What follows belongs to an exercise in optimizing a design on an open flow for small area, a short achievable clock period and few clock cycles per item; a production flow would make more cautious choices. The RTL was checked by simulation tests, not by an equivalence proof against the original design. No activity file was given, so power comes from the tool's default toggle rates.

Setup of run a:
## countdown_stopwatch_7seg
module countdown_stopwatch_7seg
(
  input  logic clk,
  input  logic rst,
  input  logic cmd_valid,
  output logic cmd_stall,
  input  logic [14:0] cmd,
  output logic res_valid,
  input  logic res_stall,
  output logic [48:0] res
);
Settings: LEC_CHECK=0, ABC_AREA=1, CAP_MARGIN=20, CORE_MARGIN=2, CORE_UTILIZATION=40, SETUP_SLACK_MARGIN=5, SLEW_MARGIN=20; clock period 10.0 ns.
standard.sh (not shown) runs the stock make flow with config.mk's settings and CLKGATE_MAP_FILE= SYNTH_SCRIPT=/design/flow/synth_recipe.tcl, a recipe that flattens the netlist after the stock synthesis.
==> flow/flow/run.sh <==
#!/bin/bash
# Standard layout, with the port buffers made of buf_1 cells instead of the
# default delay buffers, and timing repair aimed at 7 ns of setup slack.
set -euo pipefail
cd "$(dirname "$0")/.."
export BUFFER_PORTS_ARGS="-buffer_cell sky130_fd_sc_hd__buf_1"
bash standard.sh SETUP_SLACK_MARGIN=7 finish > standard.log 2>&1
Run a: no failed stages, no open violations at the end
Testbench counts of run a, summed over its fixed seeds: cycles 22,746, items 16,000.
Input-level comparison between run b and run a:
==> flow/flow/run.sh <==
#!/bin/bash
# Standard layout, with the port buffers made of buf_1 cells instead of the
# default delay buffers.
set -euo pipefail
cd "$(dirname "$0")/.."
export BUFFER_PORTS_ARGS="-buffer_cell sky130_fd_sc_hd__buf_1"
bash standard.sh > standard.log 2>&1
Notes after the runs:
- Of the two values seen for highest-delay cell along the critical path, dfxtp_1 was produced by run b and dfxtp_4 by run a.
- Run b ends up with a utilization that is 16 points lower than in run a.
- Diff run a -> run b: design area went down 26%; routed wire length went down 23%; overall track demand over capacity in global routing went down 4.6 points.
- For run a, the launching element of the worst setup path was disp[2]$_SDFFE_PP0P_, unlike run b, where it was disp[9]$_SDFFE_PP0P_.


Another version of the RTL of countdown_stopwatch_7seg (not shown whole).
Size in the first run: about 820 cells after synthesis, ~60 flip-flops, roughly 70 I/O pins, ~4800 um^2 of cells after synthesis.
make LEC_CHECK=0 ABC_AREA=1 CAP_MARGIN=20 CORE_MARGIN=2 CORE_UTILIZATION=40 SLEW_MARGIN=20 finish   # period 10.0 ns
run.sh (not shown) runs the stock make flow with config.mk's settings and CLKGATE_MAP_FILE= SYNTH_SCRIPT=/design/flow/synth_recipe.tcl, a recipe that flattens the netlist after the stock synthesis.
Stock flow here: none of the scripts above is used.
The starting point finished with timing, DRC and antenna clean.
Testbench counts at the start, summed over its fixed seeds: cycles 22,918, items 16,000.
Change:
ABC_AREA = unset   (was 1)
What happened: Design area rises by a few percent; die area rises by a few percent; worst hold slack gets better by 0.018 ns.


## the baseline
Another version of the RTL of countdown_stopwatch_7seg (not shown whole).
Size in the first run: about 820 cells after synthesis, about 68 flip-flops, about 70 I/O pins.
export LEC_CHECK = 0
export ABC_AREA = 1
export CAP_MARGIN = 20
export CORE_MARGIN = 2
export CORE_UTILIZATION = 65
export SETUP_SLACK_MARGIN = 5
export SLEW_MARGIN = 20
create_clock -name core_clock -period 10.0 [get_ports {clk}]
standard.sh (not shown) runs the stock make flow with config.mk's settings and CLKGATE_MAP_FILE= SYNTH_SCRIPT=/design/flow/synth_recipe.tcl, a recipe that flattens the netlist after the stock synthesis.
==> flow/flow/run.sh <==
#!/bin/bash
# Standard layout, with the port buffers made of buf_1 cells instead of the
# default delay buffers.
set -euo pipefail
cd "$(dirname "$0")/.."
export BUFFER_PORTS_ARGS="-buffer_cell sky130_fd_sc_hd__buf_1"
bash standard.sh > standard.log 2>&1
Testbench counts of the baseline, summed over its fixed seeds: cycles 20,882, items 16,000.
#### Input delta (the candidate over the baseline)
# the baseline
export LEC_CHECK = 0
export ABC_AREA = 1
export CAP_MARGIN = 20
export CORE_MARGIN = 2
export CORE_UTILIZATION = 65
export SETUP_SLACK_MARGIN = 5
export SLEW_MARGIN = 20
create_clock -name core_clock -period 10.0 [get_ports {clk}]
# the candidate
export LEC_CHECK = 0
export ABC_AREA = 1
export CAP_MARGIN = 20
export CORE_MARGIN = 2
export CORE_UTILIZATION = 40
export SETUP_SLACK_MARGIN = 5
export SLEW_MARGIN = 20
create_clock -name core_clock -period 10.0 [get_ports {clk}]
==> comparison <==
Delta (the candidate minus the baseline): width of the die now larger; switching power as a share of total power now smaller; actual transition at the worst max-transition pin now smaller; proportion of cell area occupied by registers now smaller; final instance area now larger. Diff the baseline -> the candidate | area growth from synthesis to layout | increase of 4.1 points. According to the power report, total power for the candidate is higher than for the baseline.

-- separate check: timing with driven ports --
The results above use ideal ports. As a check the final layouts listed here were re-extracted and re-timed, cells and wires unchanged.
Step 1 sets driving cells, clkbuf_16 on the clock port and buf_2 on the other inputs (assumed; they add their load-dependent delay and slew).
Step 2 times the ports against the registers' clock, not the clock port: input delays grow and output delays shrink by t, the midpoint of the rising clock arrivals with the driver on.
a / b / c = no drivers / after step 1 / after step 2; a / b = the first two.
| run | t, ns | setup slack, ns | worst setup path after step 2 |
|---|---|---|---|
| run a | 0.367 | 6.664 / 6.626 / 6.478 | input to register |
| run b | 0.364 | 6.284 / 6.247 / 6.033 | input to register |
| the first run of note 2 | 0.372 | 2.765 / 2.778 / 2.405 | input to register |
| the second run of note 2 | 0.364 | 2.230 / 2.248 / 1.883 | input to register |
| the baseline | 0.381 | 6.339 / 6.305 / 6.368 | input to register |
| the candidate | 0.377 | 6.386 / 6.347 / 6.415 | input to register |
After both steps every run listed still meets setup and hold. For the first run of note 2, which loses most, drivers alone change the setup slack by +0.013 ns; drivers and shift together by -0.360 ns.
